Context: an optimization exercise on an open-source flow, tuned for small area. The choices shown serve that exercise and are no tape-out recipe.
Function was checked by simulation only, so behaviour that the tests miss may differ from the original.
The clock port is modelled as an ideal driver; clocking choices that lean on that would not hold on a real chip.
Power is estimated from default activity; no workload was simulated.

[design.v]
package pool_pkg;
    typedef enum logic [0:0] {
        POOL_MAX = 1'b0,
        POOL_AVG = 1'b1
    } pool_mode_t;
endpackage
import pool_pkg::*;
module pool_sum9
(
    input  logic [71:0] win,
    output logic [11:0] usum
);
    logic [7:0] u [9];
    for (genvar gi = 0; gi < 9; gi++) begin : g_u
        assign u[gi] = win[gi*8 +: 8] ^ 8'h80;
    end
    logic s1;
    logic s2;
    logic s3;
    logic s4;
    logic s5;
    logic s6;
    logic s7;
    logic s8;
    logic s9;
    logic s10;
    logic s11;
    logic s12;
    logic s13;
    logic s14;
    logic s15;
    logic s16;
    logic s17;
    logic s18;
    logic s19;
    logic s20;
    logic s21;
    logic s22;
    logic s23;
    logic s24;
    logic s25;
    logic s26;
    logic s27;
    logic s28;
    logic s29;
    logic s30;
    logic s31;
    logic s32;
    logic s33;
    logic s34;
    logic s35;
    logic s36;
    logic s37;
    logic s38;
    logic s39;
    logic s40;
    logic s41;
    logic s42;
    logic s43;
    logic s44;
    logic s45;
    logic s46;
    logic s47;
    logic s48;
    logic s49;
    logic s50;
    logic s51;
    logic s52;
    logic s53;
    logic s54;
    logic s55;
    logic s56;
    logic s57;
    logic s58;
    logic s59;
    logic s60;
    logic s61;
    logic s62;
    logic s63;
    logic s64;
    logic s65;
    logic s66;
    logic s67;
    logic s68;
    logic s69;
    logic s70;
    logic s71;
    logic s72;
    logic s73;
    logic s74;
    logic s75;
    logic s76;
    logic s77;
    logic s78;
    logic s79;
    logic s80;
    logic s81;
    logic s82;
    logic s83;
    logic s84;
    logic s85;
    logic s86;
    logic s87;
    logic s88;
    logic s89;
    logic s90;
    logic s91;
    logic s92;
    logic s93;
    logic s94;
    logic s95;
    logic s96;
    logic s97;
    logic s98;
    logic s99;
    logic s100;
    logic s101;
    logic s102;
    logic s103;
    logic s104;
    logic s105;
    logic s106;
    logic s107;
    logic s108;
    logic s109;
    logic s110;
    logic s111;
    logic s112;
    logic s113;
    logic s114;
    logic s115;
    logic s116;
    logic s117;
    logic s118;
    logic s119;
    logic s120;
    logic s121;
    logic s122;
    logic s123;
    logic s124;
    logic s125;
    logic s126;
    logic s127;
    logic s128;
    assign s1 = u[0][0] ^ u[1][0] ^ u[2][0];
    assign s2 = (u[0][0] & u[1][0]) | (u[0][0] & u[2][0]) | (u[1][0] & u[2][0]);
    assign s3 = u[3][0] ^ u[4][0] ^ u[5][0];
    assign s4 = (u[3][0] & u[4][0]) | (u[3][0] & u[5][0]) | (u[4][0] & u[5][0]);
    assign s5 = u[6][0] ^ u[7][0] ^ u[8][0];
    assign s6 = (u[6][0] & u[7][0]) | (u[6][0] & u[8][0]) | (u[7][0] & u[8][0]);
    assign s7 = s1 ^ s3 ^ s5;
    assign s8 = (s1 & s3) | (s1 & s5) | (s3 & s5);
    assign s9 = u[0][1] ^ u[1][1] ^ u[2][1];
    assign s10 = (u[0][1] & u[1][1]) | (u[0][1] & u[2][1]) | (u[1][1] & u[2][1]);
    assign s11 = u[3][1] ^ u[4][1] ^ u[5][1];
    assign s12 = (u[3][1] & u[4][1]) | (u[3][1] & u[5][1]) | (u[4][1] & u[5][1]);
    assign s13 = u[6][1] ^ u[7][1] ^ u[8][1];
    assign s14 = (u[6][1] & u[7][1]) | (u[6][1] & u[8][1]) | (u[7][1] & u[8][1]);
    assign s15 = s2 ^ s4 ^ s6;
    assign s16 = (s2 & s4) | (s2 & s6) | (s4 & s6);
    assign s17 = s9 ^ s11 ^ s13;
    assign s18 = (s9 & s11) | (s9 & s13) | (s11 & s13);
    assign s19 = s8 ^ s15 ^ s17;
    assign s20 = (s8 & s15) | (s8 & s17) | (s15 & s17);
    assign s21 = u[0][2] ^ u[1][2] ^ u[2][2];
    assign s22 = (u[0][2] & u[1][2]) | (u[0][2] & u[2][2]) | (u[1][2] & u[2][2]);
    assign s23 = u[3][2] ^ u[4][2] ^ u[5][2];
    assign s24 = (u[3][2] & u[4][2]) | (u[3][2] & u[5][2]) | (u[4][2] & u[5][2]);
    assign s25 = u[6][2] ^ u[7][2] ^ u[8][2];
    assign s26 = (u[6][2] & u[7][2]) | (u[6][2] & u[8][2]) | (u[7][2] & u[8][2]);
    assign s27 = s10 ^ s12 ^ s14;
    assign s28 = (s10 & s12) | (s10 & s14) | (s12 & s14);
    assign s29 = s21 ^ s23 ^ s25;
    assign s30 = (s21 & s23) | (s21 & s25) | (s23 & s25);
    assign s31 = s16 ^ s18 ^ s27;
    assign s32 = (s16 & s18) | (s16 & s27) | (s18 & s27);
    assign s33 = s29 ^ s20 ^ s31;
    assign s34 = (s29 & s20) | (s29 & s31) | (s20 & s31);
    assign s35 = u[0][3] ^ u[1][3] ^ u[2][3];
    assign s36 = (u[0][3] & u[1][3]) | (u[0][3] & u[2][3]) | (u[1][3] & u[2][3]);
    assign s37 = u[3][3] ^ u[4][3] ^ u[5][3];
    assign s38 = (u[3][3] & u[4][3]) | (u[3][3] & u[5][3]) | (u[4][3] & u[5][3]);
    assign s39 = u[6][3] ^ u[7][3] ^ u[8][3];
    assign s40 = (u[6][3] & u[7][3]) | (u[6][3] & u[8][3]) | (u[7][3] & u[8][3]);
    assign s41 = s22 ^ s24 ^ s26;
    assign s42 = (s22 & s24) | (s22 & s26) | (s24 & s26);
    assign s43 = s35 ^ s37 ^ s39;
    assign s44 = (s35 & s37) | (s35 & s39) | (s37 & s39);
    assign s45 = s28 ^ s30 ^ s41;
    assign s46 = (s28 & s30) | (s28 & s41) | (s30 & s41);
    assign s47 = s43 ^ s32 ^ s45;
    assign s48 = (s43 & s32) | (s43 & s45) | (s32 & s45);
    assign s49 = s34 ^ s47;
    assign s50 = s34 & s47;
    assign s51 = u[0][4] ^ u[1][4] ^ u[2][4];
    assign s52 = (u[0][4] & u[1][4]) | (u[0][4] & u[2][4]) | (u[1][4] & u[2][4]);
    assign s53 = u[3][4] ^ u[4][4] ^ u[5][4];
    assign s54 = (u[3][4] & u[4][4]) | (u[3][4] & u[5][4]) | (u[4][4] & u[5][4]);
    assign s55 = u[6][4] ^ u[7][4] ^ u[8][4];
    assign s56 = (u[6][4] & u[7][4]) | (u[6][4] & u[8][4]) | (u[7][4] & u[8][4]);
    assign s57 = s36 ^ s38 ^ s40;
    assign s58 = (s36 & s38) | (s36 & s40) | (s38 & s40);
    assign s59 = s51 ^ s53 ^ s55;
    assign s60 = (s51 & s53) | (s51 & s55) | (s53 & s55);
    assign s61 = s42 ^ s44 ^ s57;
    assign s62 = (s42 & s44) | (s42 & s57) | (s44 & s57);
    assign s63 = s59 ^ s46 ^ s61;
    assign s64 = (s59 & s46) | (s59 & s61) | (s46 & s61);
    assign s65 = s48 ^ s63 ^ s50;
    assign s66 = (s48 & s63) | (s48 & s50) | (s63 & s50);
    assign s67 = u[0][5] ^ u[1][5] ^ u[2][5];
    assign s68 = (u[0][5] & u[1][5]) | (u[0][5] & u[2][5]) | (u[1][5] & u[2][5]);
    assign s69 = u[3][5] ^ u[4][5] ^ u[5][5];
    assign s70 = (u[3][5] & u[4][5]) | (u[3][5] & u[5][5]) | (u[4][5] & u[5][5]);
    assign s71 = u[6][5] ^ u[7][5] ^ u[8][5];
    assign s72 = (u[6][5] & u[7][5]) | (u[6][5] & u[8][5]) | (u[7][5] & u[8][5]);
    assign s73 = s52 ^ s54 ^ s56;
    assign s74 = (s52 & s54) | (s52 & s56) | (s54 & s56);
    assign s75 = s67 ^ s69 ^ s71;
    assign s76 = (s67 & s69) | (s67 & s71) | (s69 & s71);
    assign s77 = s58 ^ s60 ^ s73;
    assign s78 = (s58 & s60) | (s58 & s73) | (s60 & s73);
    assign s79 = s75 ^ s62 ^ s77;
    assign s80 = (s75 & s62) | (s75 & s77) | (s62 & s77);
    assign s81 = s64 ^ s79 ^ s66;
    assign s82 = (s64 & s79) | (s64 & s66) | (s79 & s66);
    assign s83 = u[0][6] ^ u[1][6] ^ u[2][6];
    assign s84 = (u[0][6] & u[1][6]) | (u[0][6] & u[2][6]) | (u[1][6] & u[2][6]);
    assign s85 = u[3][6] ^ u[4][6] ^ u[5][6];
    assign s86 = (u[3][6] & u[4][6]) | (u[3][6] & u[5][6]) | (u[4][6] & u[5][6]);
    assign s87 = u[6][6] ^ u[7][6] ^ u[8][6];
    assign s88 = (u[6][6] & u[7][6]) | (u[6][6] & u[8][6]) | (u[7][6] & u[8][6]);
    assign s89 = s68 ^ s70 ^ s72;
    assign s90 = (s68 & s70) | (s68 & s72) | (s70 & s72);
    assign s91 = s83 ^ s85 ^ s87;
    assign s92 = (s83 & s85) | (s83 & s87) | (s85 & s87);
    assign s93 = s74 ^ s76 ^ s89;
    assign s94 = (s74 & s76) | (s74 & s89) | (s76 & s89);
    assign s95 = s91 ^ s78 ^ s93;
    assign s96 = (s91 & s78) | (s91 & s93) | (s78 & s93);
    assign s97 = s80 ^ s95 ^ s82;
    assign s98 = (s80 & s95) | (s80 & s82) | (s95 & s82);
    assign s99 = u[0][7] ^ u[1][7] ^ u[2][7];
    assign s100 = (u[0][7] & u[1][7]) | (u[0][7] & u[2][7]) | (u[1][7] & u[2][7]);
    assign s101 = u[3][7] ^ u[4][7] ^ u[5][7];
    assign s102 = (u[3][7] & u[4][7]) | (u[3][7] & u[5][7]) | (u[4][7] & u[5][7]);
    assign s103 = u[6][7] ^ u[7][7] ^ u[8][7];
    assign s104 = (u[6][7] & u[7][7]) | (u[6][7] & u[8][7]) | (u[7][7] & u[8][7]);
    assign s105 = s84 ^ s86 ^ s88;
    assign s106 = (s84 & s86) | (s84 & s88) | (s86 & s88);
    assign s107 = s99 ^ s101 ^ s103;
    assign s108 = (s99 & s101) | (s99 & s103) | (s101 & s103);
    assign s109 = s90 ^ s92 ^ s105;
    assign s110 = (s90 & s92) | (s90 & s105) | (s92 & s105);
    assign s111 = s107 ^ s94 ^ s109;
    assign s112 = (s107 & s94) | (s107 & s109) | (s94 & s109);
    assign s113 = s96 ^ s111 ^ s98;
    assign s114 = (s96 & s111) | (s96 & s98) | (s111 & s98);
    assign s115 = s100 ^ s102 ^ s104;
    assign s116 = (s100 & s102) | (s100 & s104) | (s102 & s104);
    assign s117 = s106 ^ s108 ^ s115;
    assign s118 = (s106 & s108) | (s106 & s115) | (s108 & s115);
    assign s119 = s110 ^ s117 ^ s112;
    assign s120 = (s110 & s117) | (s110 & s112) | (s117 & s112);
    assign s121 = s119 ^ s114;
    assign s122 = s119 & s114;
    assign s123 = s116 ^ s118 ^ s120;
    assign s124 = (s116 & s118) | (s116 & s120) | (s118 & s120);
    assign s125 = s123 ^ s122;
    assign s126 = s123 & s122;
    assign s127 = s124 ^ s126;
    assign s128 = s124 & s126;
    assign usum[0] = s7;
    assign usum[1] = s19;
    assign usum[2] = s33;
    assign usum[3] = s49;
    assign usum[4] = s65;
    assign usum[5] = s81;
    assign usum[6] = s97;
    assign usum[7] = s113;
    assign usum[8] = s121;
    assign usum[9] = s125;
    assign usum[10] = s127;
    assign usum[11] = s128;
endmodule
module pool_lane_a
(
    input  logic        mode,
    input  logic [71:0] win,
    output logic [11:0] word
);
    localparam int DATA_WIDTH = 8;
    localparam int N          = 9;
    logic [7:0] u [N];
    for (genvar gi = 0; gi < N; gi++) begin : g_u
        assign u[gi] = win[gi*DATA_WIDTH +: DATA_WIDTH] ^ 8'h80;
    end
    function automatic logic [7:0] max3(input logic [7:0] a, input logic [7:0] b,
                                        input logic [7:0] c);
        logic [2:0] alive;
        logic [7:0] m;
        alive = 3'b111;
        for (int k = 7; k >= 0; k--) begin
            m[k]     = (alive[0] & a[k]) | (alive[1] & b[k]) | (alive[2] & c[k]);
            alive[0] = alive[0] & (a[k] | ~m[k]);
            alive[1] = alive[1] & (b[k] | ~m[k]);
            alive[2] = alive[2] & (c[k] | ~m[k]);
        end
        max3 = m;
    endfunction
    logic [7:0] m0, m1, m2, mx;
    assign m0 = max3(u[0], u[1], u[2]);
    assign m1 = max3(u[3], u[4], u[5]);
    assign m2 = max3(u[6], u[7], u[8]);
    assign mx = max3(m0, m1, m2);
    logic [11:0] usum;
    pool_sum9 u_sum (
        .win  (win),
        .usum (usum)
    );
    assign word = {usum[11:8], (mode == POOL_AVG) ? usum[7:0] : mx};
endmodule
module pool_lane_b
(
    input  logic        mode,
    input  logic [11:0] word,
    output logic [7:0]  result
);
    logic [13:0] w7;
    logic [9:0]  ql;
    logic [7:0]  avg;
    assign w7  = {word, 3'b000} - 14'(word);
    assign ql  = 10'(w7[7:0]) + 10'(w7[13:6]) + 10'd34;
    assign avg = {w7[13:8] + 6'(ql[9:8]), ql[7:6]};
    assign result = (mode == POOL_AVG) ? {~avg[7], avg[6:0]} : {~word[7], word[6:0]};
endmodule
import pool_pkg::*;
module pool_core_mc
#(
    parameter int DATA_WIDTH  = 8,
    parameter int WIN_H       = 3,
    parameter int WIN_W       = 3,
    parameter int CH_NUM      = 4,
    parameter int RECIP_SHIFT = 16
) (
    input  logic                                     clk,
    input  logic                                     reset,
    input  logic                                     din_vld,
    output logic                                     din_rdy,
    input  logic                                     din_mode,
    input  logic [CH_NUM*WIN_H*WIN_W*DATA_WIDTH-1:0] din,
    output logic                                     dout_vld,
    input  logic                                     dout_rdy,
    output logic [CH_NUM*DATA_WIDTH-1:0]             dout
);
    localparam int N     = WIN_H * WIN_W;
    localparam int DEPTH = 5;
    localparam int OW    = CH_NUM * DATA_WIDTH;
    logic                    en;
    logic [DEPTH-1:0]        vld_reg;
    logic                    mode_reg;
    logic [CH_NUM*12-1:0]    word, word_reg;
    logic [OW-1:0]           res;
    logic [DEPTH-2:0][OW-1:0] data_reg;
    assign en       = !vld_reg[DEPTH-1] || dout_rdy;
    assign din_rdy  = en;
    assign dout_vld = vld_reg[DEPTH-1];
    always_ff @(posedge clk or posedge reset) begin
        if (reset) begin
            vld_reg <= '0;
        end else if (en) begin
            vld_reg <= {vld_reg[DEPTH-2:0], din_vld};
        end
    end
    genvar gi;
    for (gi = 0; gi < CH_NUM; gi++) begin : g_lane
        pool_lane_a u_a (
            .mode (din_mode),
            .win  (din[gi*N*DATA_WIDTH +: N*DATA_WIDTH]),
            .word (word[gi*12 +: 12])
        );
        pool_lane_b u_b (
            .mode   (mode_reg),
            .word   (word_reg[gi*12 +: 12]),
            .result (res[gi*DATA_WIDTH +: DATA_WIDTH])
        );
    end
    always_ff @(posedge clk) begin
        if (en) begin
            mode_reg    <= din_mode;
            word_reg    <= word;
            data_reg[0] <= res;
            for (int i = 1; i < DEPTH-1; i++) begin
                data_reg[i] <= data_reg[i-1];
            end
        end
    end
    assign dout = data_reg[DEPTH-2];
endmodule
[flow/run.sh]
#!/bin/bash
# The standard ORFS layout, with these changes to how it is built:
#  - synthesis is the standard synthesis script (synth_recipe.tcl and the
#    ORFS synth.tcl it sources), run hierarchically, with three changes made
#    to a copy of ORFS's synth.tcl: ABC maps the combinational logic with
#    flow/abc_map.script (area-recovering mapping under a delay target),
#    except in module pool_lane_a (the first stage's maximum and word
#    select), mapped with flow/abc_map_a.script (the same with a looser
#    delay target), and module pool_lane_b (the second pipeline stage's
#    arithmetic, which has a whole clock cycle), mapped with
#    flow/abc_map_b.script (area mapping);
#    full/half adders are extracted only in the adder network module
#    pool_sum9; and yosys's synth skips its early "abc -fast" (SYNTH_ARGS
#    -noabc) so that extraction sees the adder network as written. Registers
#    are untouched; the design is flattened and renamed as synth_recipe.tcl does;
#  - the port buffers that global placement inserts on every input and output
#    are the small sky130_fd_sc_hd__buf_1 instead of the tool's default pick;
set -euo pipefail
work=$PWD
sed -e 's#^source $::env(SCRIPTS_DIR)/synth_preamble.tcl#&\nset abc_args [lreplace $abc_args 1 1 '"$work"'/flow/abc_map.script]#' \
    -e 's#^  extract_fa {\*}\[dont_use_extract_fa_args\]#& pool_sum9#' \
    -e 's#^  log_cmd abc {\*}$abc_args$#  log_cmd abc {*}[lreplace $abc_args 1 1 '"$work"'/flow/abc_map_a.script] pool_lane_a\n  log_cmd abc {*}[lreplace $abc_args 1 1 '"$work"'/flow/abc_map_b.script] pool_lane_b\n&#' \
    "$FLOW_HOME/scripts/synth.tcl" > "$work/own_synth_orfs.tcl"
grep -q 'extract_fa {\*}\[dont_use_extract_fa_args\] pool_sum9' "$work/own_synth_orfs.tcl"
grep -q 'abc_map.script' "$work/own_synth_orfs.tcl"
grep -q 'abc_map_b.script\] pool_lane_b' "$work/own_synth_orfs.tcl"
grep -q 'abc_map_a.script\] pool_lane_a' "$work/own_synth_orfs.tcl"
sed "s#source \$::env(SCRIPTS_DIR)/synth.tcl#source $work/own_synth_orfs.tcl#" \
    "$work/synth_recipe.tcl" > "$work/own_synth.tcl"
grep -q own_synth_orfs.tcl "$work/own_synth.tcl"
export BUFFER_PORTS_ARGS="-buffer_cell sky130_fd_sc_hd__buf_1"
export GPL_KEEP_OVERFLOW=0
export CTS_ARGS="-sink_clustering_enable -repair_clock_nets -dont_use_dummy_load -buf_list {sky130_fd_sc_hd__clkbuf_4 sky130_fd_sc_hd__clkbuf_8}"
bash standard.sh "SYNTH_SCRIPT=$work/own_synth.tcl" SYNTH_HIERARCHICAL=1 SYNTH_ARGS=-noabc finish > standard_flow.log 2>&1
[flow/abc_map.script]
strash
dch
map -D 3000
topo
stime -c
buffer -c
upsize -c
dnsize -c
[flow/abc_map_a.script]
strash
dch
amap
topo
stime -c
[flow/abc_map_b.script]
strash
dch
amap
topo
stime -c
[standard.sh]
#!/bin/bash
# synth_recipe.tcl (not shown) runs the flow's synth.tcl, then flattens the netlist and writes it again
# the make line also repeats each setting of config.mk as NAME=value (left out here)
make -C /OpenROAD-flow-scripts/flow DESIGN_CONFIG=/design/flow/config.mk WORK_HOME=/design/flow/orfs CLKGATE_MAP_FILE= SYNTH_SCRIPT=/design/flow/synth_recipe.tcl "${@:-finish}"
[config.mk]
export PLATFORM = sky130hd
export DESIGN_NAME = pool_core_mc
export DESIGN_NICKNAME = pool_core_mc
export VERILOG_FILES = /design/flow/design.v
export SDC_FILE = /design/flow/constraint.sdc
export NUM_CORES = 4
export LEC_CHECK = 0
export ABC_AREA = 1
export CAP_MARGIN = 20
export CORE_MARGIN = 2
export CORE_UTILIZATION = 40
export SLEW_MARGIN = 20
[constraint.sdc]
create_clock -name core_clock -period 6.5 [get_ports {clk}]
set_input_delay 1.3000 -clock core_clock [delete_from_list [all_inputs] [get_ports {clk}]]
set_output_delay 1.3000 -clock core_clock [all_outputs]
set_load 0.01 [all_outputs]
==> metrics.yaml, run 1 <==
die_area_mm2: 0.0475
sequentialPowerShare: 0.256
clkTransAtPathRegs_ps: 90
worstSetupPathType: "in2reg"
clkPwrFrac: 0.060
ys_seq_area_frac: 0.297
min_path_type: "reg2reg"
vias: 14800
grt_pass1_wl_um: 71100
insertion_delay_ps: 450
fin_skew_ps: 30.0
drc: 0
antenna_found_initial: 0
htree_levels: 4
cp.arrival_ps: 6520
finalSetupViolCount: 0
tightest_slew_ps: 778
period_needed_ps: 6320
hold_slack_ps: 388
intPower_mw: 5.04
total_power_mw: 9.64
grt_use_total: 0.184
switchingPower_mw: 4.59
finalHoldViolations: 0
max_freq_mhz: 158
dieWidth_um: 218
viasPerCell: 5.42
cp_max_fo: 4
ys_ff_latch: 182
nNetsFinal: 2689
syn_area_mm2: 0.0183
tritoncts: "done"
crit_family: "compound AO/OA/AOI/OAI gates"
wl_per_cell_um: 15.9
min_path_cells: 0
setup_ws_ps: 179
max_cap_viol_count: 0
ioPinCount: 327
synthDistinctLibCells: 34
syn2layout_area_growth_pct: 13.0
rows: 78
crit_slowest_cell: "a222oi_1"
largest_reg_flops: 128
drive_gt1_frac: 0.0594
cpPeakStageDelay_ps: 520
critical_path.startpoint_type: "input port"
fp.dieH_um: 218
wl_um: 43500
worst_setup_path_end_kind: "flip-flop"
syn_inst: 1790
clock_sinks: 182
hold_buffers: 0
root_buffer: "clkbuf_8"
place_congestion: 0.876
fin_crit_sh: 0.973
worst_ep_required_time_ps: 6700
peakVddDrop_uv: 395
initial_utilization: 0.404
core_area_mm2: 0.0453
p_leak_nw: 7.12
cts_buffers: 17
p_comb_frac: 0.684
rsz0062_at_grt: "yes"
grt_pass1_vias: 14600
path_common_cell: "a222oi_1"
first_pass_iters: 6
slew-limit-headroom: 0.482
drtIter0Drc: 1105
grt_max_degree: 92
clk_path_buf_depth: 2
hpwlAfterDp_um: 36100
outcome: "finished clean"
grt_overflow: 0
io_buffers: 326
place_ws_ps: -616
crit_cells: 26
postRouteAntennaNets: 0
switching_share: 0.477
cp_num_buf_inv: 7
synth_area_per_cell_um2: 10.2
ff2ff_path_depth: 23
final-max-slew-violation-count: 0
fill_cells: 4322
yosys_warnings: 11
synth_nets: 2339
diodes: 0
p_per_area_mw_per_mm2: 466
cell families after synthesis:
kind of cell,Yosys count,synth area share
compound gates,707,0.271
simple gates,336,0.0789
buf+inv,309,0.0798
fa+ha+maj,256,0.273
flops,182,0.297
modules after synthesis (local to each module, per instance):
module	flops+latches	copies in the design	area [µm²]	cells inside
pool_core_mc	182	1	5750	230
pool_lane_b	0	4	712	146
pool_lane_a	0	4	1060	162
pool_sum9	0	4	1360	82
power by group through the flow:
stage               Sequential, mW  Combinational (mW)  Clock [mW]
floorplan                     2.41                6.01           0
global placement              2.52                6.28           0
detailed placement            2.50                6.43           0
CTS                           2.47                6.48       0.615
global route                  2.53                7.65       0.657
finish                        2.47                6.59       0.578
routing by layer:
metal  wire length [µm]  global-route usage  vias to the layer above  share of wire
li1                   -                   -                     7238              -
met1              19700               0.255                     7186           0.45
met2              21500               0.315                      378           0.49
met3               1800              0.0201                       40          0.041
met4                495              0.0336                        0          0.011
met5                  0                   0                        -              0
cells in the final DEF, fill, tap and decap left out, types with 12 or more instances in the layout:
cell,n
buf_1,316
fa_1,240
o21a_1,232
clkinv_1,197
edfxtp_1,177
o21ai_0,135
nor2_1,134
nand2_1,129
a21oi_1,107
a222oi_1,92
buf_4,84
or2_0,29
inv_1,28
o211ai_1,24
a31oi_1,20
o22ai_1,19
clkbuf_8,17
ha_1,16
o221ai_1,12
nor3_1,12
o22a_1,12
cells in the mapped netlist (all sizes together):
library cell	number	area, µm²
nor3	12	60.1
o31ai	4	30.0
a222oi	92	921
o32a	4	40.0
nand2b	8	50.1
o32ai	8	70.1
a21o	4	30.0
and3	16	100
o21a	232	1740
inv	29	109
buf	80	601
a211oi	4	30.0
clkinv	200	751
o22ai	20	125
dfrtp	5	125
ha	16	200
or2	32	200
o221a	8	90.1
a21oi	110	551
o21ai	141	706
nor2	135	514
nor4b	4	35.0
o22a	12	105
o311ai	4	35.0
o211ai	24	180
fa	240	4800
o221ai	12	105
a31oi	20	125
nand2	129	484
edfxtp	177	5320
a311oi	4	35.0
o41ai	4	35.0
area by class of cell:
cell class	instances	area, µm²	area share
well taps	600	751	0.0363
inverters	229	867	0.0419
repair buffers	411	1930	0.0935
flip-flops and latches	182	5440	0.263
clock buffers	17	234	0.0113
multi-input cells	1299	11500	0.554
timing repair:
| item | in CTS | in global routing |
|---|---|---|
| endpoints found under the setup margin | 3 | 5 |
| setup buffers | 2 | 82 |
| pin swaps | 3 | 91 |
| gates resized for setup | 0 | 42 |
through the flow:
step / cell area (µm²) / cells / setup TNS, ps / util
after floorplan: 18300 / 1790 / 0 / -
after global placement: 19700 / 2636 / -1390 / 0.435
after detailed placement: 19700 / 2638 / -2040 / 0.436
after CTS: 20000 / 2657 / 0 / 0.441
after global routing: 20700 / 2738 / -385 / 0.457
final: 20700 / 2738 / 0 / 0.457
path summary, 6_finish.rpt:
| kind | from | end | slack, ps |
|---|---|---|---|
| max in group asynchronous | reset | vld_reg[4] | 5610 |
| max reg2reg | word_reg[13] | data_reg[15] | 980 |
| min in group asynchronous | reset | vld_reg[2] | 720 |
| max | din[79] | word_reg[12] | 180 |
| min | data_reg[39] | data_reg[71] | 390 |
| min reg2reg | data_reg[39] | data_reg[71] | 390 |
==> run 2: changes to the inputs <==
==> flow/abc_map_a.script (replaced) <==
strash
dch
amap
topo
stime -c
upsize -c
dnsize -c
==> run 2 against run 1 <==
  * Still clean
  * Cell count decreased by 1.4%
  * Area after synthesis rose by 0.22%
  * Global-route usage decreased by 0.10 points
  * Wire length decreased by 0.67%
  * Clock skew rose by 23 ps
==> metrics.yaml, run 2 <==
crit_slowest_cell: "a222oi_1"
hold_slack_ps: 386
drc: 0
clkTransAtPathRegs_ps: 90
critical_path.startpoint_type: "input port"
ys_seq_area_frac: 0.297
holdPathEnd: "data_reg[64]"
sequentialPowerShare: 0.258
intPower_mw: 5.00
crit_chain: "buf_1, and3_1, or2_1, a222oi_1, o21a_1, a222oi_1, o21a_1, a222oi_1, o21a_1, a222oi_1, o21a_1, a222oi_1, inv_1, a222oi_1, o21ai_0, o22ai_1, a21oi_1, inv_2, a21o_1, a31oi_1, or2_1, o32a_1"
yosys_most_used_dff: "edfxtp_1"
r2r-start: "word_reg[14]"
p_comb_frac: 0.683
postRouteAntennaNets: 0
cpPeakStageDelay_ps: 570
cp.arrival_ps: 6390
postSynth.asyncResetShare: 0.0275
rows: 78
yosys-top-cells-count: "fa_1 (240), o21a_1 (232), edfxtp_1 (177), nor2_1 (134)"
tightest_slew_ps: 739
path_common_cell: "a222oi_1"
dieWidth_um: 218
syn2layout_area_growth_pct: 10.9
layout_commonest_cell: "buf_1"
min_path_cells: 0
io_buffers: 326
synth_top_family_by_area: "adder cells"
drtIter0Drc: 1073
max_freq_mhz: 161
antenna_found_initial: 0
fin_setup_tns_ps: 0
min_from: "data_reg[32]"
setup_ws_ps: 302
fp.dieH_um: 218
cts_buffers: 17
nNetsFinal: 2650
core_area_mm2: 0.0453
synth-xor-area-share: 0
period_needed_ps: 6200
crit_cells: 22
final-max-slew-violation-count: 0
syn_area_mm2: 0.0183
p_leak_nw: 7.37
hold_buffers: 0
die_area_mm2: 0.0476
ys_ff_latch: 182
vias: 14500
ff2ff_path_depth: 23
yosys.area_share.adder: 0.273
synthMuxAreaShare: 0
outcome: "finished clean"
initial_utilization: 0.405
switching_share: 0.479
cts_resized: 0
crit_family: "compound AO/OA/AOI/OAI gates"
p_per_area_mw_per_mm2: 471
wl_per_cell_um: 16.0
worst_ep_required_time_ps: 6690
final_cell_mix: "buf_1 (325), fa_1 (240), o21a_1 (232), edfxtp_1 (177), nor2_1 (134)"
first_pass_iters: 7
min_path_type: "reg2reg"
synth_nets: 2339
synth_most_common_cell: "fa_1"
slew-limit-headroom: 0.507
synthTopCellsByArea: "edfxtp_1 (29%), fa_1 (26%), o21a_1 (9.5%)"
synth_area_per_cell_um2: 10.2
place_congestion: 0.904
drive_gt1_frac: 0.0410
hpwlAfterDp_um: 36500
grt_use_total: 0.183
placedCellCount: 2638
largest_reg_flops: 128
wl_um: 43200
synth-edff-count: 177
peakVddDrop_uv: 306
cp_num_buf_inv: 3
fin_cells: 2699
grt_max_degree: 98
reg2reg_slack_ps: 940
htree_levels: 4
netlist.area_leader.share: 0.290
place_ws_ps: -332
finalHoldViolations: 0
synthDistinctLibCells: 37
clkPwrFrac: 0.059
ioPinCount: 327
diodes: 0
grt_overflow: 0
grt_pass1_vias: 14600
yosys_warnings: 11
worstSetupPathType: "in2reg"
yosysTopAreaCell: "edfxtp_1"
finalSetupViolCount: 0
syn_inst: 1790
worst_setup_path_end_kind: "flip-flop"
synth_compound_area_frac: 0.270
max_cap_viol_count: 0
switchingPower_mw: 4.58
tritoncts: "done"
clock_sinks: 182
clk_path_buf_depth: 2
insertion_delay_ps: 460
cp_max_fo: 5
yosys.area_share.simple: 0.0809
timing.rr.end: "data_reg[15]"
grt_pass1_wl_um: 70900
fin_skew_ps: 52.7
fin_crit_sh: 0.954
root_buffer: "clkbuf_8"
viasPerCell: 5.38
-- run 2: cell count changes after synthesis, sizes merged --
cell,delta
inv,+104
clkinv,-104
-- run 2: stage by stage --
step           total power [mW]  cell area (µm²)  utilization
3_5_place_dp               8.96            19800        0.437
2_1_floorplan              8.42            18300            -
4_1_cts                    9.59            20000        0.442
5_1_grt                    10.8            20300        0.449
3_3_place_gp               8.80            19700        0.435
6_report                   9.58            20300        0.449
-- run 2: how the worst max path moves through the flow --
stage | from | endpoint | slack, ps
floorplan | din[2] | word_reg[10] | 460
global placement | din[215] | word_reg[24] | -220
detailed placement | din[263] | word_reg[36] | -330
CTS | din[231] | word_reg[36] | 140
global route | din[215] | word_reg[24] | -80
finish | din[63] | word_reg[0] | 300
-- run 2: logic make-up after synthesis --
kind of cell	Yosys count
DFF	182
and+or+nand+nor	336
adders and majority gates	256
AOI/OAI and AO/OA	707
buffers and inverters	309
-- run 2: cell type report --
cell class	count	area [µm²]
Fill cell	4391	24900
Timing Repair Buffer	372	1610
Multi-Input combinational cell	1299	11400
Clock buffer	17	234
Sequential cell	182	5440
Tap cell	600	751
Inverter	229	867
-- run 2: power by group through the flow --
stage | logic (mW) | clock network [mW] | registers, mW
after floorplan | 6.01 | 0 | 2.41
after global placement | 6.28 | 0 | 2.52
after detailed placement | 6.46 | 0 | 2.50
after CTS | 6.50 | 0.609 | 2.48
after global routing | 7.60 | 0.650 | 2.55
final | 6.54 | 0.569 | 2.47
-- run 2: per-module statistics from Yosys (local to each module, per instance) --
module        flip-flops and latches  cells  cell area [µm²]
pool_lane_a                        0    162             1070
pool_lane_b                        0    146              712
pool_core_mc                     182    230             5750
pool_sum9                          0     82             1360
-- run 2: what timing repair did --
item / 4_1_cts / 5_1_grt
buffers inserted: 0 / 44
endpoints found under the hold margin: 0 / 0
setup endpoints to repair: 0 / 4
-- run 2: worst reg2reg max path: stages, from the launching register on --
cell and delay, ps:
edfxtp_1 510, nor2_1 130, nor2_1 60, nor2_1 210, clkinv_1 120, o311ai_0 540
a31oi_1 220, o221ai_1 300, a311oi_1 170, o21ai_0 450, nand2_1 170, o21a_1 160
o21ai_0 390, nor3_1 110, nor3_1 210, nor2_1 110, a21oi_1 180, nand2_1 110
nor2_1 170, a21oi_1 100, nor4b_1 500, nor2_1 80, a21oi_1 140, o22ai_1 110
-- run 2: routing by layer --
layer | part of all wire | GRT usage | vias to the layer above
met2 | 0.50 | 0.317 | 321
met5 | 0 | 0 | -
met4 | 0.0095 | 0.0354 | 0
met1 | 0.45 | 0.249 | 7022
met3 | 0.037 | 0.0219 | 33
li1 | - | - | 7143
==> run 3: changes to the inputs <==
--- a/flow/run.sh
+++ b/flow/run.sh
@@ -31,4 +31,4 @@
 export BUFFER_PORTS_ARGS="-buffer_cell sky130_fd_sc_hd__buf_1"
 export GPL_KEEP_OVERFLOW=0
-export CTS_ARGS="-sink_clustering_enable -repair_clock_nets -dont_use_dummy_load -buf_list {sky130_fd_sc_hd__clkbuf_4 sky130_fd_sc_hd__clkbuf_8}"
+export CTS_ARGS="-sink_clustering_enable -repair_clock_nets -dont_use_dummy_load -buf_list {sky130_fd_sc_hd__clkbuf_8 sky130_fd_sc_hd__clkbuf_16}"
 bash standard.sh "SYNTH_SCRIPT=$work/own_synth.tcl" SYNTH_HIERARCHICAL=1 SYNTH_ARGS=-noabc finish > standard_flow.log 2>&1
==> run 3 against run 2 <==
  * Maximum frequency is 0.10% higher
  * First-iteration DRC count fell by 11%
  * Core utilization is 0.56 points higher
  * Sequential share of layout area fell by 0.33 points
  * Clock skew fell by 15 ps
  * Register-to-register slack improved by 40 ps
  * Combinational power barely moved
  * Design area grew 1.2%
  * Wire length grew 0.25%
  * Highest routed layer unchanged
==> metrics.yaml, run 3 <==
outcome: "finished clean"
postSynth.asyncResetShare: 0.0275
worst_ep_required_time_ps: 6670
nNetsFinal: 2658
min_path_cells: 0
fin_setup_tns_ps: 0
drc: 0
max_freq_mhz: 161
yosys-top-cells-count: "fa_1 (240), o21a_1 (232), edfxtp_1 (177), nor2_1 (134)"
rsz0062_at_grt: "yes"
fin_util: 0.455
wl_um: 43400
fin_crit_sh: 0.953
ff2ff_path_depth: 23
fin_skew_ps: 37.8
period_needed_ps: 6190
yosysTopAreaCell: "edfxtp_1"
io_buffers: 326
first_pass_iters: 8
antenna_found_initial: 0
fp.dieH_um: 218
syn2layout_area_growth_pct: 12.3
core_area_mm2: 0.0453
slew-limit-headroom: 0.511
synthTopCellsByArea: "edfxtp_1 (29%), fa_1 (26%), o21a_1 (9.5%)"
min_path_type: "reg2reg"
p_leak_nw: 7.49
vias: 14600
cp_max_fo: 4
finalHoldViolations: 0
grt_pass1_vias: 14700
rows: 78
layout_commonest_cell: "buf_1"
synth_most_common_cell: "fa_1"
critical_path.startpoint_type: "input port"
wl_per_cell_um: 16.0
grt_overflow: 0
synth-edff-count: 177
ys_ff_latch: 182
netlist.area_leader.share: 0.290
place_congestion: 0.904
final_cell_mix: "buf_1 (325), fa_1 (240), o21a_1 (232), edfxtp_1 (177), nor2_1 (134)"
cts_buffers: 17
peakVddDrop_uv: 309
hold_buffers: 0
clkTransAtPathRegs_ps: 70
yosys_warnings: 11
hold_slack_ps: 396
final-max-slew-violation-count: 0
htree_levels: 4
drtIter0Drc: 957
ys_seq_area_frac: 0.297
clk_path_buf_depth: 2
postRouteAntennaNets: 0
worst_setup_path_end_kind: "flip-flop"
ioPinCount: 327
finalSetupViolCount: 0
p_per_area_mw_per_mm2: 478
grt_max_degree: 98
dieWidth_um: 218
drive_gt1_frac: 0.0446
synthDistinctLibCells: 37
clock_sinks: 182
max_cap_viol_count: 0
diodes: 0
tritoncts: "done"
die_area_mm2: 0.0476
yosys_most_used_dff: "edfxtp_1"
synth_nets: 2339
tightest_slew_ps: 734
initial_utilization: 0.405
insertion_delay_ps: 430
largest_reg_flops: 128
synth_area_per_cell_um2: 10.2
viasPerCell: 5.39
worstSetupPathType: "in2reg"
syn_inst: 1790
cp.arrival_ps: 6360
placedCellCount: 2638
fin_cells: 2707
grt_pass1_wl_um: 71000
hpwlAfterDp_um: 36500
grt_use_total: 0.183
root_buffer: "clkbuf_16"
syn_area_mm2: 0.0183
run 3: cell count changes in the layout (fill, tap and decap cells not counted), sizes merged:
cell / previous run / this run
buf: 372 / 380
run 3: repair_timing:
action | 4_1_cts | 5_1_grt
setup endpoints to repair | 0 | 4
setup buffers | 0 | 52
gates resized for setup | 0 | 2
hold endpoints to repair | 0 | 0
run 3: final timing paths:
path,start,to,slack (ps)
setup / recovery,din[183],word_reg[24],310
hold / removal,data_reg[32],data_reg[64],400
setup reg to reg,word_reg[2],data_reg[7],980
hold reg to reg,data_reg[32],data_reg[64],400
max in group asynchronous,reset,vld_reg[0],5570
min in group asynchronous,reset,vld_reg[1],750
run 3: power by group:
part | total [mW] | switching, mW | internal (mW)
clock network | 0.821 | 0.367 | 0.455
logic | 6.56 | 3.99 | 2.57
registers | 2.47 | 0.263 | 2.21
run 3: logic make-up (layout without fill, tap and decap cells):
logic type | Yosys count | count (layout) | share of synthesized area
AO/OA/AOI/OAI | 707 | 707 | 0.270
adder cells (fa/ha/maj) | 256 | 256 | 0.273
buffers and inverters | 309 | 626 | 0.0796
flip-flops | 182 | 182 | 0.297
AND/OR/NAND/NOR | 336 | 336 | 0.0809
run 3: through the flow:
step | worst slack (ps) | area [µm²] | total power, mW
floorplan | 464 | 18300 | 8.42
detailed placement | -332 | 19800 | 8.96
CTS | 88.2 | 20200 | 9.85
global route | -108 | 20600 | 11.1
finish | 308 | 20600 | 9.85
global placement | -217 | 19700 | 8.80
run 3: final cells by class:
cell class	count	area [µm²]
Timing Repair Buffer	380	1670
Multi-Input combinational cell	1299	11400
Tap cell	600	751
Sequential cell	182	5440
Inverter	229	867
Fill cell	4376	24700
Clock buffer	17	425
run 3: metal layers:
| metal | track usage | part of all wire | up-vias |
|---|---|---|---|
| li1 | - | - | 7166 |
| met1 | 0.248 | 0.45 | 7046 |
| met2 | 0.316 | 0.50 | 329 |
| met3 | 0.0232 | 0.039 | 41 |
| met4 | 0.0381 | 0.012 | 0 |
| met5 | 0 | 0 | - |
run 3: per-module statistics from Yosys (local to each module, per instance):
module | copies in the design | cells | cell area (µm²) | flops+latches
pool_core_mc | 1 | 230 | 5750 | 182
pool_lane_a | 4 | 162 | 1070 | 0
pool_sum9 | 4 | 82 | 1360 | 0
pool_lane_b | 4 | 146 | 712 | 0
run 3: critical path, stage by stage:
cell and delay (ps):
buf_1 130, and3_4 200, or2_1 220, a222oi_1 480
buf_4 200, inv_1 50, a222oi_1 560, o21a_1 210
a222oi_1 150, o21a_1 220, a222oi_1 370, buf_4 190
o21a_1 130, a222oi_1 150, o21a_1 220, a222oi_1 320
buf_4 180, o21ai_0 100, o22ai_1 180, a21oi_1 100
inv_2 80, a21o_1 100, a31oi_1 40, or2_1 210
o32a_1 280
==> run 4: changes to the inputs <==
--- a/flow/run.sh
+++ b/flow/run.sh
@@ -31,4 +31,5 @@
 export BUFFER_PORTS_ARGS="-buffer_cell sky130_fd_sc_hd__buf_1"
 export GPL_KEEP_OVERFLOW=0
-export CTS_ARGS="-sink_clustering_enable -repair_clock_nets -dont_use_dummy_load -buf_list {sky130_fd_sc_hd__clkbuf_8 sky130_fd_sc_hd__clkbuf_16}"
+export POST_CTS_TCL="$work/flow/post_cts.tcl"
+export CTS_ARGS="-sink_clustering_enable -repair_clock_nets -dont_use_dummy_load -buf_list {sky130_fd_sc_hd__clkbuf_4 sky130_fd_sc_hd__clkbuf_8}"
 bash standard.sh "SYNTH_SCRIPT=$work/own_synth.tcl" SYNTH_HIERARCHICAL=1 SYNTH_ARGS=-noabc finish > standard_flow.log 2>&1
==> flow/post_cts.tcl (new file) <==
set upsized 0
foreach net [get_nets clknet_*] {
  set loads [get_pins -of_objects $net -filter "direction==input"]
  if { [llength $loads] > 14 } {
    set drv [get_pins -of_objects $net -filter "direction==output"]
    set inst [get_cells -of_objects $drv]
    if { [get_property $inst ref_name] == "sky130_fd_sc_hd__clkbuf_8" } {
      replace_cell $inst sky130_fd_sc_hd__clkbuf_16
      incr upsized
    }
  }
}
puts "post_cts: upsized $upsized clock buffers"
if { $upsized > 0 } {
  detailed_placement
  check_placement -verbose
  estimate_parasitics -placement
}
==> run 4 against run 3 <==
  * Synthesized cell count did not move
  * Via count increased by 0.11%
  * Sequential cell count did not move
  * Wire length rose by 0.12%
  * Worst setup slack got worse by 36 ps
  * First-iteration DRC count rose by 8.6%
  * Critical endpoint is now word_reg[0]
  * Largest power group unchanged
==> metrics.yaml, run 4 <==
fill_cells: 4377
worstSetupPathType: "in2reg"
setup_ws_ps: 272
synthMuxAreaShare: 0
timing.rr.end: "data_reg[7]"
cp.arrival_ps: 6370
synthDistinctLibCells: 37
viasPerCell: 5.37
clock_sinks: 182
ys_seq_area_frac: 0.297
synth_most_common_cell: "fa_1"
r2r-start: "word_reg[2]"
yosys_most_used_dff: "edfxtp_1"
syn2layout_area_growth_pct: 12.0
max_freq_mhz: 161
wl_per_cell_um: 16.0
rows: 78
netlist.area_leader.share: 0.290
p_leak_nw: 7.49
grt_use_total: 0.183
yosys_warnings: 11
vias: 14600
synth-xor-area-share: 0
path_common_cell: "a222oi_1"
syn_inst: 1790
yosysTopAreaCell: "edfxtp_1"
drc: 0
reg2reg_slack_ps: 980
crit_family: "compound AO/OA/AOI/OAI gates"
cpPeakStageDelay_ps: 570
synth-edff-count: 177
switchingPower_mw: 4.60
p_comb_frac: 0.679
finalHoldViolations: 0
nNetsFinal: 2670
core_area_mm2: 0.0453
switching_share: 0.476
worst_setup_path_end_kind: "flip-flop"
stdcell_area_mm2: 0.0206
min_path_cells: 0
wl_met1_um: 19600
holdPathEnd: "data_reg[64]"
worst_ep_required_time_ps: 6640
synth_top_family_by_area: "adder cells"
dr_wl_met2_um: 21700
final-max-slew-violation-count: 0
period_needed_ps: 6230
crit_slowest_cell: "a222oi_1"
place_ws_ps: -332
postSynth.asyncResetShare: 0.0275
min_path_type: "reg2reg"
io_buffers: 326
tritoncts: "done"
hpwlAfterDp_um: 36500
sequentialPowerShare: 0.255
antenna_found_initial: 0
clkTransAtPathRegs_ps: 90
finalSetupViolCount: 0
intPower_mw: 5.07
tightest_slew_ps: 739
ioPinCount: 327
layout_commonest_cell: "buf_1"
diodes: 0
dieWidth_um: 218
postRouteAntennaNets: 0
grt_max_degree: 98
synthTopCellsByArea: "edfxtp_1 (29%), fa_1 (26%), o21a_1 (9.5%)"
wl_um: 43400
drive_gt1_frac: 0.0519
yosys-top-cells-count: "fa_1 (240), o21a_1 (232), edfxtp_1 (177), nor2_1 (134)"
cp_num_buf_inv: 3
yosys.area_share.adder: 0.273
fp.dieH_um: 218
grt_pass1_wl_um: 70900
fin_crit_sh: 0.958
place_congestion: 0.904
initial_utilization: 0.405
synth_area_per_cell_um2: 10.2
cp_max_fo: 5
fin_setup_tns_ps: 0
grt_pass1_vias: 14600
die_area_mm2: 0.0476
critical_path.startpoint_type: "input port"
clkPwrFrac: 0.065
grt_overflow: 0
insertion_delay_ps: 380
drtIter0Drc: 1039
p_per_area_mw_per_mm2: 471
synth_compound_area_frac: 0.270
dr_wl_met3_um: 1610
min_from: "data_reg[32]"
peakVddDrop_uv: 308
yosys.area_share.simple: 0.0809
ff2ff_path_depth: 23
crit_chain: "buf_1, and3_1, or2_1, a222oi_1, o21a_1, a222oi_1, o21a_1, a222oi_1, o21a_1, a222oi_1, o21a_1, a222oi_1, inv_1, a222oi_1, o21ai_1, o22ai_1, a21oi_2, inv_2, a21o_1, a31oi_1, or2_1, o32a_1"
postPlaceCellArea_mm2: 0.0198
top_layer_used: "met4"
fin_skew_ps: 28.5
final_cell_mix: "buf_1 (323), fa_1 (240), o21a_1 (232), edfxtp_1 (177), nor2_1 (134)"
ys_ff_latch: 182
outcome: "finished clean"
syn_area_mm2: 0.0183
max_cap_viol_count: 0
largest_reg_flops: 128
first_pass_iters: 6
synth_nets: 2339
slew-limit-headroom: 0.507
[run 4: cell counts after synthesis]
Identical to the previous run, type by type.
[run 4: worst reg2reg max path, delay by kind of cell (launching register included)]
kind	cells	cell delay, ps
AOI/OAI and AO/OA	11	2680
DFF	1	500
buffers and inverters	1	120
and+or+nand+nor	11	1910
[run 4: cells by family (layout without fill, tap and decap cells)]
group | Yosys count | in the layout
buffers and inverters | 309 | 638
DFF | 182 | 182
adders and majority gates | 256 | 256
and+or+nand+nor | 336 | 336
AOI/OAI and AO/OA | 707 | 707
[run 4: worst max-delay path by stage]
stage	cells after the start	from	slack, ps	end
global route	25	din[15]	-70	word_reg[0]
global placement	22	din[215]	-220	word_reg[24]
floorplan	13	din[2]	460	word_reg[10]
finish	22	din[63]	270	word_reg[0]
detailed placement	22	din[263]	-330	word_reg[36]
[run 4: modules after synthesis (local to each module, per instance)]
module        cells  flip-flops and latches  cell area [µm²]
pool_core_mc    230                     182             5750
pool_lane_a     162                       0             1070
pool_lane_b     146                       0              712
pool_sum9        82                       0             1360
[run 4: area by class of cell]
class                           count  area [µm²]  share of cell area
Timing Repair Buffer              392        1760              0.0858
Sequential cell                   182        5440               0.265
Inverter                          229         867              0.0422
Clock buffer                       17         279              0.0136
Multi-Input combinational cell   1299       11500               0.557
Tap cell                          600         751              0.0365
[run 4: power groups by stage]
| stage | Sequential [mW] | Clock, mW | Combinational [mW] |
|---|---|---|---|
| after floorplan | 2.41 | 0 | 6.01 |
| after global placement | 2.52 | 0 | 6.28 |
| after detailed placement | 2.50 | 0 | 6.46 |
| after global routing | 2.55 | 0.711 | 7.63 |
| final | 2.47 | 0.630 | 6.57 |
[run 4: metal layers]
layer / GRT usage / up-vias
met3: 0.0232 / 37
li1: - / 7180
met5: 0 / -
met1: 0.248 / 7063
met2: 0.316 / 318
met4: 0.0381 / 0
[run 4: per-stage QoR]
step                hold WS [ps]  std cells  total power, mW  utilization
finish                       386       2719             9.67        0.454
global route                 397       2719             10.9        0.454
detailed placement           405       2638             8.96        0.437
global placement             401       2636             8.80        0.435
floorplan                    400       1790             8.42            -

==> static timing again, ports no longer ideal <==
How much do the figures lean on ideal ports? The routed layouts below were timed once more, with nothing changed but the port constraints. Step 1, drivers: a clkbuf_16 drives clk and a buf_2 each remaining input, both assumed. Step 2 adds t to the input delays and takes it off the output delays; t is the mean of the earliest and latest rising clock arrival at the registers after step 1. Input paths then give back, and output paths get back, about the clock's delay inside the block. Slacks: ideal / step 1 / step 2; pairs: ideal / step 1.
run	t (ns)	setup slack, ns	worst setup path at the end	latest minus earliest clock arrival (ns)	worst data-port slew with drivers (ns)
run 1	0.479	0.179 / 0.196 / -0.283	input to register	0.040 / 0.040	0.06
run 2	0.478	0.302 / 0.321 / -0.157	input to register	0.053 / 0.053	0.06
run 3	0.454	0.308 / 0.326 / -0.128	input to register	0.038 / 0.038	0.06
run 4	0.419	0.272 / 0.297 / -0.122	input to register	0.034 / 0.034	0.06
Met with ideal ports but missed after step 2: setup timing in every run listed. The setup slack of run 1, which loses most, moves by +0.017 ns with the drivers and by -0.462 ns with both steps.
